Context: an optimization exercise on an open-source flow, tuned for small area. The choices shown serve that exercise and are no tape-out recipe. Where RTL was checked, it was by simulation tests only, not by an equivalence proof against the original. Only the layout flow was run in run 3; the RTL was not checked for function there. Power is estimated from default activity; no workload was simulated.

==> flow/design.v <==
`timescale 1ns/1ns
module event_readout
(
    input  logic        clk_i,
    input  logic        rdholdoff_reset,
    input  logic        clk_ce_i,
    input  logic [23:0] rdholdoff_i,
    input  logic        sample_wr_en_i,
    input  logic        sample_wr_chan_i,
    input  logic [1:0]  sample_wr_bank_i,
    input  logic [3:0]  sample_wr_addr_i,
    input  logic [15:0] sample_wr_data_i,
    input  logic        hdr_push_i,
    input  logic [15:0] hdr_word_i,
    output logic [15:0] ev_data_o,
    output logic        ev_strobe_o,
    output logic        ev_valid_o,
    output logic        complete_o
);
    logic        valid_q;      
    logic        pause_q;      
    logic        strobe_q;
    logic [6:0]  p_q;          
    logic [24:0] cnt_q;        
    logic [4:0]  wp_q;         
    logic [2:0]  ep_q;         
    logic active, idle, avail, start, cap, last;
    assign active = valid_q & ~pause_q;
    assign idle   = ~valid_q & ~pause_q;
    assign avail  = (wp_q[4:2] != ep_q);
    assign start  = clk_ce_i & idle & avail;
    assign cap    = clk_ce_i & active;
    assign last   = (p_q == 7'd95);
    always_ff @(posedge clk_i) begin
        if (rdholdoff_reset) begin
            valid_q  <= 1'b0;
            pause_q  <= 1'b0;
            strobe_q <= 1'b0;
            wp_q     <= '0;
            ep_q     <= '0;
        end else begin
            strobe_q <= cap;
            if (hdr_push_i) wp_q <= wp_q + 1'b1;
            if (start) valid_q <= 1'b1;
            if (cap && last) begin
                pause_q <= 1'b1;
                ep_q    <= ep_q + 1'b1;
            end
            if (clk_ce_i && pause_q) begin
                valid_q <= 1'b0;
                if (cnt_q[24]) pause_q <= 1'b0;
            end
        end
    end
    always_ff @(posedge clk_i) begin
        if (start) p_q <= 7'd124;
        else if (cap) p_q <= p_q + 1'b1;
    end
    always_ff @(posedge clk_i) begin
        if (cap && last) cnt_q <= {1'b0, rdholdoff_i};
        else cnt_q <= cnt_q - clk_ce_i;
    end
    assign ev_valid_o  = valid_q;
    assign ev_strobe_o = strobe_q;
    assign complete_o  = cap & last;
    logic [15:0] smem [96];
    logic [15:0] hmem [16];
    logic [15:0] snext [96];
    logic [15:0] hnext [16];
    logic [95:0] s_we, s_we_n;
    logic [15:0] h_we, h_we_n;
    er_sample_wdec u_swdec (
        .wr_i   (sample_wr_en_i),
        .chan_i (sample_wr_chan_i),
        .bank_i (sample_wr_bank_i),
        .addr_i (sample_wr_addr_i),
        .we_o   (s_we),
        .we_n_o (s_we_n)
    );
    er_hdr_wdec u_hwdec (
        .push_i (hdr_push_i),
        .wp_i   (wp_q[3:0]),
        .we_o   (h_we),
        .we_n_o (h_we_n)
    );
    for (genvar i = 0; i < 96; i++) begin : g_s
        er_hold u_h (.q_i(smem[i]), .we_i(s_we[i]), .we_n_i(s_we_n[i]),
                     .d_i(sample_wr_data_i), .y_o(snext[i]));
        always_ff @(posedge clk_i) smem[i] <= snext[i];
    end
    for (genvar i = 0; i < 16; i++) begin : g_h
        er_hold u_h (.q_i(hmem[i]), .we_i(h_we[i]), .we_n_i(h_we_n[i]),
                     .d_i(hdr_word_i), .y_o(hnext[i]));
        always_ff @(posedge clk_i) hmem[i] <= hnext[i];
    end
    logic [111:0] rsel;
    logic [15:0]  rd_word;
    logic [15:0]  data_q;
    always_ff @(posedge clk_i) data_q <= rd_word;
    assign ev_data_o = data_q;
    er_rdec u_rdec (
        .p_i   (p_q),
        .ep_i  (ep_q[1:0]),
        .sel_o (rsel)
    );
    for (genvar b = 0; b < 16; b++) begin : g_rd
        logic [111:0] col;
        for (genvar i = 0; i < 96; i++) begin : g_cs
            assign col[i] = smem[i][b];
        end
        for (genvar i = 0; i < 16; i++) begin : g_ch
            assign col[96+i] = hmem[i][b];
        end
        er_rd_bit u_rd (.sel_i(rsel), .d_i(col), .y_o(rd_word[b]));
    end
endmodule
module er_hold
(
    input  logic [15:0] q_i,
    input  logic        we_i,
    input  logic        we_n_i,
    input  logic [15:0] d_i,
    output logic [15:0] y_o
);
    for (genvar b = 0; b < 16; b++) begin : g_b
        er_hold_bit u_b (.q_i(q_i[b]), .we_i(we_i), .we_n_i(we_n_i), .d_i(d_i[b]), .y_o(y_o[b]));
    end
endmodule
module er_hold_bit
(
    input  logic q_i,
    input  logic we_i,
    input  logic we_n_i,
    input  logic d_i,
    output logic y_o
);
    assign y_o = (q_i | we_i) & (d_i | we_n_i);
endmodule
module er_sample_wdec
(
    input  logic        wr_i,
    input  logic        chan_i,
    input  logic [1:0]  bank_i,
    input  logic [3:0]  addr_i,
    output logic [95:0] we_o,
    output logic [95:0] we_n_o
);
    logic [5:0]  hi;
    logic [15:0] lo;
    er_predec_bank u_hi (.wr_i(wr_i), .chan_i(chan_i), .bank_i(bank_i), .hi_o(hi));
    er_predec4 u_lo (.a_i(addr_i), .lo_o(lo));
    for (genvar h = 0; h < 6; h++) begin : g_h
        for (genvar a = 0; a < 16; a++) begin : g_a
            er_and2  u_we   (.a_i(hi[h]), .b_i(lo[a]), .y_o(we_o[h*16+a]));
            er_nand2 u_we_n (.a_i(hi[h]), .b_i(lo[a]), .y_o(we_n_o[h*16+a]));
        end
    end
endmodule
module er_predec_bank
(
    input  logic       wr_i,
    input  logic       chan_i,
    input  logic [1:0] bank_i,
    output logic [5:0] hi_o
);
    for (genvar c = 0; c < 2; c++) begin : g_c
        for (genvar b = 0; b < 3; b++) begin : g_b
            assign hi_o[c*3+b] = wr_i && (chan_i == 1'(c)) && (bank_i == 2'(b));
        end
    end
endmodule
module er_predec4
(
    input  logic [3:0]  a_i,
    output logic [15:0] lo_o
);
    for (genvar a = 0; a < 16; a++) begin : g_a
        assign lo_o[a] = (a_i == 4'(a));
    end
endmodule
module er_hdr_wdec
(
    input  logic        push_i,
    input  logic [3:0]  wp_i,
    output logic [15:0] we_o,
    output logic [15:0] we_n_o
);
    logic [15:0] lo;
    er_predec4 u_lo (.a_i(wp_i), .lo_o(lo));
    for (genvar i = 0; i < 16; i++) begin : g_i
        er_and2  u_we   (.a_i(push_i), .b_i(lo[i]), .y_o(we_o[i]));
        er_nand2 u_we_n (.a_i(push_i), .b_i(lo[i]), .y_o(we_n_o[i]));
    end
endmodule
module er_rdec
(
    input  logic [6:0]   p_i,
    input  logic [1:0]   ep_i,
    output logic [111:0] sel_o
);
    logic [5:0]  hi;
    logic [15:0] lo;
    logic [3:0]  hh;
    logic [3:0]  ej;
    er_predec_rd u_pre (.p_i(p_i), .ep_i(ep_i), .hi_o(hi), .hh_o(hh), .ej_o(ej));
    er_predec4 u_lo (.a_i(p_i[3:0]), .lo_o(lo));
    for (genvar h = 0; h < 6; h++) begin : g_h
        for (genvar a = 0; a < 16; a++) begin : g_a
            er_and2 u_sel (.a_i(hi[h]), .b_i(lo[a]), .y_o(sel_o[h*16+a]));
        end
    end
    for (genvar i = 0; i < 16; i++) begin : g_hd
        er_and2 u_sel (.a_i(ej[i / 4]), .b_i(hh[i % 4]), .y_o(sel_o[96+i]));
    end
endmodule
module er_predec_rd
(
    input  logic [6:0] p_i,
    input  logic [1:0] ep_i,
    output logic [5:0] hi_o,
    output logic [3:0] hh_o,
    output logic [3:0] ej_o
);
    for (genvar h = 0; h < 6; h++) begin : g_h
        assign hi_o[h] = (p_i[6:4] == 3'(h));
    end
    for (genvar k = 0; k < 4; k++) begin : g_k
        assign hh_o[k] = (p_i[6:2] == 5'b11111) && (p_i[1:0] == 2'(k));
        assign ej_o[k] = (ep_i == 2'(k));
    end
endmodule
module er_and2
(
    input  logic a_i,
    input  logic b_i,
    output logic y_o
);
    assign y_o = a_i & b_i;
endmodule
module er_rd_bit
(
    input  logic [111:0] sel_i,
    input  logic [111:0] d_i,
    output logic         y_o
);
    logic [37:0] t_n;
    for (genvar g = 0; g < 37; g++) begin : g_3
        er_aoi222 u_t (.a_i(sel_i[3*g+2:3*g]), .b_i(d_i[3*g+2:3*g]), .y_o(t_n[g]));
    end
    er_nand2 u_t1 (.a_i(sel_i[111]), .b_i(d_i[111]), .y_o(t_n[37]));
    er_nand38 u_or (.a_i(t_n), .y_o(y_o));
endmodule
module er_aoi222
(
    input  logic [2:0] a_i,
    input  logic [2:0] b_i,
    output logic       y_o
);
    assign y_o = ~|(a_i & b_i);
endmodule
module er_nand2
(
    input  logic a_i,
    input  logic b_i,
    output logic y_o
);
    assign y_o = ~(a_i & b_i);
endmodule
module er_nand38
(
    input  logic [37:0] a_i,
    output logic        y_o
);
    assign y_o = ~&a_i;
endmodule
==> flow/run.sh <==
#!/bin/bash
# synth_recipe.tcl (not shown) runs the flow's synth.tcl, then flattens the netlist and writes it again
# the make line also repeats each setting of config.mk as NAME=value (left out here)
make -C /OpenROAD-flow-scripts/flow DESIGN_CONFIG=/design/flow/config.mk WORK_HOME=/design/flow/orfs CLKGATE_MAP_FILE= SYNTH_SCRIPT=/design/flow/synth_recipe.tcl finish
==> flow/config.mk <==
export PLATFORM = sky130hd
export DESIGN_NAME = event_readout
export DESIGN_NICKNAME = event_readout
export VERILOG_FILES = /design/flow/design.v
export SDC_FILE = /design/flow/constraint.sdc
export NUM_CORES = 4
export LEC_CHECK = 0
export CAP_MARGIN = 10
export CORE_MARGIN = 2
export CORE_UTILIZATION = 45
export CTS_CLUSTER_DIAMETER = 100
export CTS_CLUSTER_SIZE = 26
export SLEW_MARGIN = 10
export SYNTH_HIERARCHICAL = 1
export SYNTH_MINIMUM_KEEP_SIZE = 0
==> flow/constraint.sdc <==
create_clock -name core_clock -period 6.0 [get_ports {clk_i}]
set_input_delay 1.2000 -clock core_clock [delete_from_list [all_inputs] [get_ports {clk_i}]]
set_output_delay 1.2000 -clock core_clock [all_outputs]
set_load 0.01 [all_outputs]
==> results_dict.tcl, run 1 <==
set metrics [dict create \
    cp_num_buf_inv 0 \
    synth-main-ff-cell "dfxtp_1" \
    ys_warn_count 13 \
    cp.arrival_ns 5.17 \
    finalNetCount 5363 \
    ys_async_sr_fraction 0 \
    drc 0 \
    grt_pass1_wl_um 334000 \
    required_ns 6.53 \
    cts_made_buffers 81 \
    synth-edff-count 0 \
    grt_antenna_before_repair 8 \
    fin_total_pwr_mw 24.7 \
    die_area_mm2 0.145 \
    period_needed_ns 4.63 \
    dieHeight_um 381 \
    slowest_delay_ns 1.00 \
    place_congestion 0.898 \
    hold_viol_final 0 \
    hold_path_class "reg2reg" \
    p_comb_frac 0.124 \
    crit_chain "and4b_1 > and2_1 > a222oi_1 > nand4_1 > nor4_1 > nand3_1" \
    io_pins 87 \
    cts_buffer_depth 3 \
    grtUsageTotal 0.304 \
    vias_per_cell 7.17 \
    synthCells 5084 \
    io_buffer_count 86 \
    grt_pass1_vias 48000 \
    syn2layout_area_growth_pct 8.76 \
    cts_tree "done" \
    power_frac_clock 0.258 \
    switchingPower_mw 6.41 \
    h-tree-depth 3 \
    slew_violations 0 \
    slew_headroom 0.160 \
    worstMarginPinSlew_ns 1.26 \
    synth.most_common_cell "dfxtp_1" \
    synth_cell_types 53 \
    core_mm2 0.141 \
    postCtsSetupRepairBufs 0 \
    clk_latency_ns 0.74 \
    synth_commonest_cells "dfxtp_1 (1851), o22a_1 (1792), a222oi_1 (592)" \
    cap_viol_max_count 0 \
    max_freq_ghz 0.216 \
    status "finished clean" \
    vias 51600 \
    syn-cell-area_mm2 0.0641 \
    syn_avg_cell_area_um2 12.6 \
    critPathTopFamily "simple AND/OR/NAND/NOR gates" \
    initial_core_util 0.453 \
    p_leak_nw 24.3 \
    cts_hold_buf 0 \
    rows 138 \
    yosysTopAreaCell "dfxtp_1" \
    dpl.hpwl_um 144000 \
    initialDrtViolationCount 7604 \
    clock_skew_ns 0.0327 \
    yosys-top-cells-area "dfxtp_1 (58%), o22a_1 (24%), a222oi_1 (9.2%), and2_1 (2.2%), nand4_1 (1.5%)" \
    cts-root-buf "clkbuf_16" \
    power_density_mw_per_mm2 354 \
    grt_overflow 0 \
    fin_area_mm2 0.0697 \
    grt_max_degree 71 \
    timing.hold.ws_ns 0.479 \
    ys_ff_latch 1851 \
    wl_um 231000 \
    post-route-period-util 0.772 \
    setup_viol 0 \
    startpoint_type "flop" \
    p_seq_frac 0.618 \
    routedWlPerCell_um 32.2 \
    path_max_fanout 23 \
    placed_area_mm2 0.0675 \
    ant_nets 0 \
    ir_worst_vdd_v 0.000267 \
    cts_resized 0 \
    internal_power_mw 18.3 \
    sw_frac_of_total 0.259 \
    fp.dieW_um 381 \
    numClockSinks 1851 \
    setup.worst_path.class "reg2reg" \
    seq_area_frac_synth 0.578 \
    rsz0062_at_grt "no" \
    final_layout_size_suffix_gt1_frac 0.0393 \
    path_clk_slew_ns 0.10 \
    timing.setup.tns_ns 0 \
    cp-end-kind "flop" \
    syn_nets 5157 \
    slowest_stage "dfxtp_1" \
    dr.pass1.iters 8 \
    synth_top_area_frac 0.578 \
]
-- layout make-up --
type | count | area, um^2
fill | 12900 | 71700
sequential | 1851 | 37100
multi-input combinational | 3206 | 26800
tap | 1890 | 2360
clock buffer | 83 | 2070
timing repair buffer | 145 | 1260
clock inverter | 5 | 56.3
inverter | 5 | 18.8
antenna | 6 | 15.0
-- layout by cell type, fill, tap and decap left out, drive strengths merged, types with 3 or more instances in the layout --
cell / Yosys / final
a21oi: 6 / 6
a222oi: 592 / 592
a31oi: 4 / 4
and2: 229 / 229
and3b: 3 / 3
and4: 3 / 3
and4b: 15 / 15
and4bb: 21 / 21
buf: 13 / 75
clkbuf: 9 / 83
clkdlybuf4s50: 0 / 70
dfxtp: 1851 / 1851
diode: 0 / 6
ha: 5 / 5
inv: 5 / 9
nand2: 179 / 179
nand3: 24 / 24
nand4: 155 / 155
nor2: 38 / 38
nor2b: 3 / 3
nor3: 5 / 5
nor3b: 4 / 4
nor4: 40 / 40
nor4b: 15 / 15
o211ai: 4 / 4
o21ai: 15 / 15
o22a: 1792 / 1792
or3: 3 / 3
or4: 8 / 8
or4b: 4 / 4
xnor2: 7 / 7
xor2: 21 / 21
-- cell families (layout without fill, tap and decap cells) --
kind of cell | Yosys count | count (layout) | synth area share
other cells | 0 | 6 | 0
compound gates | 2418 | 2418 | 0.341
buf+inv | 27 | 238 | 0.00332
fa+ha+maj | 5 | 5 | 0.000976
xor+xnor | 28 | 28 | 0.00383
simple gates | 753 | 753 | 0.0727
mux | 2 | 2 | 0.000332
flops | 1851 | 1851 | 0.578
-- worst paths after layout --
path / from / end / slack (ns) / cells after the start
setup / recovery: p_q[0] / data_q[12] / 1.37 / 6
hold / removal: smem[52][15] / smem[52][15] / 0.48 / 1
setup reg to reg: p_q[0] / data_q[12] / 1.37 / 6
hold reg to reg: smem[52][15] / smem[52][15] / 0.48 / 1
-- registers in the layout, summed over array words and instances, names as in the netlist --
signal and count:
data_q 16, cnt_q 25, pause_q 1, ep_q 3, valid_q 1, strobe_q 1, hmem 256, smem 1536
p_q 7, wp_q 5
-- power groups by stage --
stage / logic, mW / clock network [mW] / registers, mW
2_1_floorplan: 1.99 / 0 / 15.2
3_3_place_gp: 2.95 / 0 / 15.5
3_5_place_dp: 3.04 / 0 / 15.5
4_1_cts: 3.04 / 6.50 / 15.2
5_1_grt: 3.27 / 6.91 / 15.5
6_report: 3.07 / 6.38 / 15.3
-- Yosys stat by module (local to each module, per instance), excerpt --
module | times used | cells inside
er_and2 | 224 | 1
er_aoi222 | 592 | 1
er_hold_bit | 1792 | 1
er_nand2 | 128 | 1
er_nand38 | 16 | 14
er_predec_rd | 1 | 18
-- metrics by stage --
| step | worst slack (ns) | std cells | util |
|---|---|---|---|
| after global placement | 1.26 | 7097 | 0.478 |
| after floorplan | 2.65 | 5084 | - |
| after global routing | 1.27 | 7185 | 0.493 |
| after detailed placement | 1.47 | 7097 | 0.478 |
| after CTS | 1.55 | 7185 | 0.493 |
| final | 1.37 | 7191 | 0.493 |
-- per-layer routing --
layer  vias to the layer above  GRT usage  share of wire
met5                         -          0        0.00013
met4                         4      0.119          0.044
met3                       362     0.0467          0.081
met2                      2394      0.486           0.46
met1                     26400      0.413           0.42
li1                      22400          -              -
==> run 2, diff against run 1 <==
--- a/flow/config.mk
+++ b/flow/config.mk
@@ -8,8 +8,8 @@
 export CAP_MARGIN = 10
 export CORE_MARGIN = 2
 export CORE_UTILIZATION = 45
-export CTS_CLUSTER_DIAMETER = 100
-export CTS_CLUSTER_SIZE = 26
+export CTS_CLUSTER_DIAMETER = 80
+export CTS_CLUSTER_SIZE = 30
 export SLEW_MARGIN = 10
 export SYNTH_HIERARCHICAL = 1
 export SYNTH_MINIMUM_KEEP_SIZE = 0
==> run 2 against run 1 <==
Still clean; routed wire length grew 0.38%; clock skew grew 0.019 ns; flip-flop and latch count is the same; combinational power is essentially flat; synthesized cell count is the same; global-route usage grew 0.11 points; count of clock-buffer cells in the layout grew 14; synthesized area is the same; sequential power is essentially flat; largest cell class unchanged; largest power group unchanged.
==> results_dict.tcl, run 2 <==
set metrics [dict create \
    slowest_delay_ns 1.03 \
    syn-cell-area_mm2 0.0641 \
    seq_area_frac_synth 0.578 \
    synthCells 5084 \
    largest-register "smem" \
    initialDrtViolationCount 7260 \
    ys_async_sr_fraction 0 \
    seqCellArea_mm2 0.0371 \
    grtUsageTotal 0.305 \
    synth-edff-count 0 \
    io_buffer_count 86 \
    ys_warn_count 13 \
    clk_latency_ns 0.77 \
    worstMarginPinSlew_ns 1.22 \
    cts_tree "done" \
    rows 138 \
    cts_made_buffers 91 \
    synth_cell_types 53 \
    cts_resized 0 \
    vias_per_cell 7.18 \
    ir_worst_vdd_v 0.000304 \
    synth_commonest_cells "dfxtp_1 (1851), o22a_1 (1792), a222oi_1 (592)" \
    grt_pass1_wl_um 334000 \
    synth-main-ff-cell "dfxtp_1" \
    cts_buffer_depth 3 \
    vias 52100 \
    grt_antenna_before_repair 8 \
    ys_ff_latch 1851 \
    required_ns 6.57 \
    timing.hold.ws_ns 0.480 \
    core_mm2 0.141 \
    cp.arrival_ns 5.23 \
    fillCellCount 12800 \
    startpoint_type "flop" \
    post-route-period-util 0.776 \
    path_clk_slew_ns 0.11 \
    hold_viol_final 0 \
    numClockSinks 1851 \
    layout_common_cells "dfxtp_1 (1851), o22a_1 (1792), a222oi_1 (592)" \
    ant_nets 0 \
    syn2layout_area_growth_pct 10.5 \
    cp-end-kind "flop" \
    clock_skew_ns 0.0516 \
    slowest_stage "nor4_1" \
    worst_r2r_path_depth 6 \
    wl_um 232000 \
    initial_core_util 0.453 \
    slew_headroom 0.187 \
    grt_pass1_vias 48300 \
    crit_chain "and4b_1 > and2_1 > a222oi_1 > nand4_1 > nor4_1 > nand3_1" \
    max_freq_ghz 0.215 \
    rsz0062_at_grt "no" \
    fp.dieW_um 381 \
    p_leak_nw 24.8 \
    io_pins 87 \
    power_density_mw_per_mm2 369 \
    synth.most_common_cell "dfxtp_1" \
    synth_top_area_frac 0.578 \
    syn_nets 5157 \
    reg.largest.list "smem x1536, hmem x256, cnt_q x25" \
    status "finished clean" \
    routedWlPerCell_um 32.0 \
    final_layout_size_suffix_gt1_frac 0.0511 \
    cts_hold_buf 0 \
    dpl.hpwl_um 144000 \
    path_max_fanout 23 \
    setup_viol 0 \
    layout_commonest_cell "dfxtp_1" \
    grt_overflow 0 \
    min_path_cells 1 \
    syn_avg_cell_area_um2 12.6 \
    hold_path_class "reg2reg" \
    grt_max_degree 71 \
    die_area_mm2 0.145 \
    dieHeight_um 381 \
    timing.setup.tns_ns 0 \
    largest_reg_flops 1536 \
    dr.pass1.iters 8 \
    cap_viol_max_count 0 \
    yosysTopAreaCell "dfxtp_1" \
    multi_input_area_mm2 0.0268 \
    period_needed_ns 4.66 \
    drc 0 \
    yosys-top-cells-area "dfxtp_1 (58%), o22a_1 (24%), a222oi_1 (9.2%), and2_1 (2.2%), nand4_1 (1.5%)" \
    cts-root-buf "clkbuf_16" \
    slew_violations 0 \
    h-tree-depth 3 \
    finalNetCount 5373 \
    setup.worst_path.class "reg2reg" \
    postCtsSetupRepairBufs 0 \
    place_congestion 0.898 \
]
-- run 2: cell type report --
type,instances,area share
diodes,3,0.000106
multi-input cells,3206,0.379
well taps,1890,0.0334
flip-flops and latches,1851,0.524
clock inverters,59,0.0121
repair buffers,145,0.0179
clock buffers,97,0.0334
inverters,5,0.000265
-- run 2: modules after synthesis (local to each module, per instance), a selection --
module	area, um^2	flip-flops and latches	cells	times used
er_and2	6.26	0	1	224
er_predec_bank	75.1	0	6	1
er_predec4	277	0	20	3
er_predec_rd	124	0	18	1
er_aoi222	10.0	0	1	592
event_readout	38200	1851	2040	1
-- run 2: per-stage QoR --
step	setup WS (ns)	cell area (um^2)	power, mW	util	std cells
floorplan	2.65	64100	17.1	-	5084
global placement	1.26	67500	18.4	0.478	7097
detailed placement	1.47	67500	18.6	0.478	7097
CTS	1.57	70800	26.2	0.500	7253
global route	1.31	70800	27.0	0.500	7254
finish	1.34	70800	26.1	0.500	7256
-- run 2: path summary, 6_finish.rpt --
kind	slack, ns	endpoint	from
worst max-delay path	1.34	data_q[5]	p_q[0]
worst min-delay path	0.48	smem[80][4]	smem[80][4]
worst max register to register	1.34	data_q[5]	p_q[0]
worst min register to register	0.48	smem[80][4]	smem[80][4]
-- run 2: kinds of logic (layout without fill, tap and decap cells) --
logic type	after synthesis	count (layout)	synth area share
AOI/OAI and AO/OA	2418	2418	0.341
DFF	1851	1851	0.578
buffers and inverters	27	306	0.00332
and+or+nand+nor	753	753	0.0727
muxes	2	2	0.000332
other	0	3	0
xor gates and xnor gates	28	28	0.00383
adders and majority gates	5	5	0.000976
-- run 2: layer usage --
| metal | GRT usage | vias up | wire [um] |
|---|---|---|---|
| met5 | 0 | - | 108 |
| li1 | - | 22600 | - |
| met1 | 0.412 | 26700 | 95900 |
| met2 | 0.486 | 2396 | 107000 |
| met4 | 0.128 | 10 | 10800 |
| met3 | 0.0484 | 397 | 18700 |
-- run 2: critical path: cells and delay by family (launching register included) --
| kind | cells | cell delay, ns |
|---|---|---|
| flip-flops | 1 | 1.01 |
| AO/OA/AOI/OAI | 1 | 0.66 |
| AND/OR/NAND/NOR | 5 | 2.82 |
-- run 2: power by group --
part	internal, mW	switching (mW)	leakage (nW)
registers	14.1	1.15	15.3
clock network	3.20	4.55	1.55
logic	1.68	1.39	7.96
==> run 3, diff against run 2 <==
--- a/flow/design.v
+++ b/flow/design.v
@@ -151,8 +151,8 @@
     er_predec4 u_lo (.a_i(addr_i), .lo_o(lo));
     for (genvar h = 0; h < 6; h++) begin : g_h
         for (genvar a = 0; a < 16; a++) begin : g_a
-            er_and2  u_we   (.a_i(hi[h]), .b_i(lo[a]), .y_o(we_o[h*16+a]));
             er_nand2 u_we_n (.a_i(hi[h]), .b_i(lo[a]), .y_o(we_n_o[h*16+a]));
+            er_inv   u_we   (.a_i(we_n_o[h*16+a]), .y_o(we_o[h*16+a]));
         end
     end
 endmodule
@@ -188,8 +188,8 @@
     logic [15:0] lo;
     er_predec4 u_lo (.a_i(wp_i), .lo_o(lo));
     for (genvar i = 0; i < 16; i++) begin : g_i
-        er_and2  u_we   (.a_i(push_i), .b_i(lo[i]), .y_o(we_o[i]));
         er_nand2 u_we_n (.a_i(push_i), .b_i(lo[i]), .y_o(we_n_o[i]));
+        er_inv   u_we   (.a_i(we_n_o[i]), .y_o(we_o[i]));
     end
 endmodule
 module er_rdec
@@ -229,6 +229,13 @@
         assign ej_o[k] = (ep_i == 2'(k));
     end
 endmodule
+module er_inv
+(
+    input  logic a_i,
+    output logic y_o
+);
+    assign y_o = ~a_i;
+endmodule
 module er_and2
 (
     input  logic a_i,
--- a/flow/config.mk
+++ b/flow/config.mk
@@ -8,8 +8,8 @@
 export CAP_MARGIN = 10
 export CORE_MARGIN = 2
 export CORE_UTILIZATION = 45
-export CTS_CLUSTER_DIAMETER = 80
-export CTS_CLUSTER_SIZE = 30
+export CTS_CLUSTER_DIAMETER = 100
+export CTS_CLUSTER_SIZE = 26
 export SLEW_MARGIN = 10
 export SYNTH_HIERARCHICAL = 1
 export SYNTH_MINIMUM_KEEP_SIZE = 0
==> run 3 against run 2 <==
Non-clock buffer count increased by 82; die area decreased by 0.44%; first-iteration DRC count increased by 3.1%; synthesized cell count unchanged; final cell count increased by 0.28%; utilization decreased by 0.29 points; combinational power about the same; sequential power about the same; flip-flop and latch count unchanged; via count decreased by 0.79%; count of clock-buffer cells in the layout decreased by 12; largest power group unchanged; highest routed layer unchanged.
==> results_dict.tcl, run 3 <==
set metrics [dict create \
    fin_util 0.498 \
    hold_viol_final 0 \
    clock_skew_ns 0.0464 \
    timing.setup.tns_ns 0 \
    yosysTopAreaCell "dfxtp_1" \
    ant_nets 0 \
    seq_area_frac_synth 0.581 \
    synth-main-ff-cell "dfxtp_1" \
    synth_top_area_frac 0.581 \
    dr.pass1.iters 9 \
    grtUsageTotal 0.298 \
    switchingPower_mw 6.44 \
    cts_tree "done" \
    synth_cell_types 53 \
    wl_um 226000 \
    grt_pass1_vias 47600 \
    rows 138 \
    grt_pass1_wl_um 328000 \
    vias_per_cell 7.10 \
    power_density_mw_per_mm2 355 \
    fp.dieW_um 381 \
    ir_worst_vdd_v 0.000244 \
    syn-cell-area_mm2 0.0638 \
    drc 0 \
    yosys-top-cells-area "dfxtp_1 (58%), o22a_1 (25%), a222oi_1 (9.3%), nand4_1 (1.5%), and2_1 (1.1%)" \
    syn_nets 5157 \
    setup_viol 0 \
    slew_headroom 0.0360 \
    reg.largest.list "smem x1536, hmem x256, cnt_q x25" \
    synth_commonest_cells "dfxtp_1 (1851), o22a_1 (1792), a222oi_1 (592)" \
    post-route-period-util 0.800 \
    cts_resized 0 \
    routedWlPerCell_um 31.1 \
    power_frac_clock 0.264 \
    slowest_delay_ns 1.30 \
    p_comb_frac 0.123 \
    cp-end-kind "flop" \
    largest_reg_flops 1536 \
    ys_warn_count 13 \
    vias 51700 \
    ys_ff_latch 1851 \
    slew_violations 0 \
    critPathTopFamily "simple AND/OR/NAND/NOR gates" \
    h-tree-depth 3 \
    startpoint_type "flop" \
    internal_power_mw 18.4 \
    initial_core_util 0.452 \
    dpl.hpwl_um 143000 \
    dieHeight_um 381 \
    core_mm2 0.141 \
    grt_max_degree 63 \
    path_max_fanout 20 \
    cp_num_buf_inv 0 \
    reg2reg_slack_ns 1.20 \
    postCtsSetupRepairBufs 0 \
    setup.worst_path.class "reg2reg" \
    fillCellCount 12800 \
    p_leak_nw 25.5 \
    crit_chain "and4bb_1 > and2_1 > a222oi_1 > nand4_1 > nor4_1 > nand3_1" \
    cts_buffer_depth 3 \
    die_area_mm2 0.145 \
    place_congestion 0.880 \
    syn2layout_area_growth_pct 10.0 \
    worstMarginPinSlew_ns 1.43 \
    hold_path_class "reg2reg" \
    cp.arrival_ns 5.37 \
    period_needed_ns 4.80 \
    numClockSinks 1851 \
    sw_frac_of_total 0.259 \
    grt_overflow 0 \
    largest-register "smem" \
    synth-edff-count 0 \
    slowest_stage "nor4_1" \
    timing.hold.ws_ns 0.481 \
    synthCells 5084 \
    grt_antenna_before_repair 15 \
    layout_commonest_cell "dfxtp_1" \
    syn_avg_cell_area_um2 12.5 \
    final_layout_size_suffix_gt1_frac 0.0550 \
    max_freq_ghz 0.208 \
    required_ns 6.56 \
    io_pins 87 \
    finalNetCount 5446 \
    synth.most_common_cell "dfxtp_1" \
    io_buffer_count 86 \
    ys_async_sr_fraction 0 \
    clk_latency_ns 0.73 \
    rsz0062_at_grt "no" \
    cts-root-buf "clkbuf_16" \
    cts_hold_buf 0 \
    cts_made_buffers 82 \
    path_clk_slew_ns 0.10 \
    p_seq_frac 0.614 \
    cap_viol_max_count 0 \
    initialDrtViolationCount 7482 \
    status "finished clean" \
    layout_common_cells "dfxtp_1 (1851), o22a_1 (1792), a222oi_1 (592)" \
]
==> run 3: routing by layer <==
| metal | GRT usage | routed length, um | vias up |
|---|---|---|---|
| met3 | 0.0380 | 18900 | 348 |
| met1 | 0.411 | 94300 | 26400 |
| met2 | 0.472 | 103000 | 2432 |
| li1 | - | - | 22500 |
| met5 | 0 | 129 | - |
| met4 | 0.121 | 9550 | 18 |
==> run 3: kinds of logic after synthesis <==
family                   after synthesis  synth area share
buffers and inverters                139           0.00992
XOR/XNOR                              28           0.00384
adder cells (fa/ha/maj)                5          0.000981
multiplexers                           2          0.000333
AND/OR/NAND/NOR                      641            0.0620
flip-flops                          1851             0.581
AO/OA/AOI/OAI                       2418             0.342
==> run 3: power by group through the flow <==
| stage | Clock [mW] | Sequential, mW | Combinational (mW) |
|---|---|---|---|
| final | 6.56 | 15.3 | 3.06 |
| after global routing | 7.10 | 15.5 | 3.26 |
| after CTS | 6.68 | 15.2 | 3.04 |
| after detailed placement | 0 | 15.5 | 3.04 |
| after global placement | 0 | 15.5 | 2.95 |
| after floorplan | 0 | 15.2 | 1.98 |
==> run 3: layout make-up <==
type	count	area, um^2	share of cell area
clock buffers	85	2130	0.0303
well taps	1890	2360	0.0337
repair buffers	227	1880	0.0268
multi-input cells	3094	26200	0.373
diodes	3	7.51	0.000107
clock inverters	9	151	0.00216
flip-flops and latches	1851	37100	0.528
inverters	117	439	0.00626
==> run 3: worst paths after layout <==
| check | start | to | cells past startpoint |
|---|---|---|---|
| worst max-delay path | p_q[3] | data_q[9] | 6 |
| worst min-delay path | smem[55][11] | smem[55][11] | 1 |
| worst max register to register | p_q[3] | data_q[9] | 6 |
| worst min register to register | smem[55][11] | smem[55][11] | 1 |
==> run 3: through the flow <==
stage | power [mW] | std cells | cell area, um^2 | setup WS [ns]
finish | 24.9 | 7276 | 70200 | 1.20
global route | 25.8 | 7273 | 70200 | 1.05
CTS | 25.0 | 7273 | 70200 | 1.22
detailed placement | 18.6 | 7179 | 67900 | 1.25
global placement | 18.4 | 7179 | 67900 | 1.24
floorplan | 17.1 | 5084 | 63800 | 2.75
==> run 3: per-module statistics from Yosys, one instance, submodules excluded, a selection <==
module,times used,cell area (um^2),flip-flops and latches,cells inside
er_and2,112,6.26,0,1
er_aoi222,592,10.0,0,1
er_hold_bit,1792,8.76,0,1
er_inv,112,3.75,0,1
er_nand2,128,3.75,0,1
er_nand38,16,81.3,0,14
er_predec4,3,277,0,20
er_predec_bank,1,75.1,0,6
er_predec_rd,1,124,0,18
event_readout,1,38200,1851,2040

==> separate check: timing with driven ports <==
Ports are ideal in the flow. The routed layouts listed here were re-timed in OpenROAD.
Step 1: set_driving_cell puts a clkbuf_16 on clk_i and a buf_2 on each other input, an assumption about the parent block.
Step 2, shift: input delay + t, output delay - t, t = (earliest + latest rising clock arrival at the registers) / 2. This alone moves slack from input paths to output paths.
Slacks: no drivers / after step 1 / after step 2; pairs: no drivers / after step 1.
run	t (ns)	setup slack, ns	worst hold slack (ns)	worst slew at a driven data input, ns
run 1	0.795	1.368 / 1.368 / 1.368	0.479 / 0.479 / 0.479	0.06
run 2	0.822	1.344 / 1.344 / 1.344	0.480 / 0.480 / 0.480	0.06
run 3	0.797	1.198 / 1.156 / 1.081	0.481 / 0.481 / 0.481	0.12
After both steps setup and hold are still met in every run listed. For run 3, which loses most, drivers alone change the setup slack by -0.042 ns; drivers and shift together by -0.117 ns.
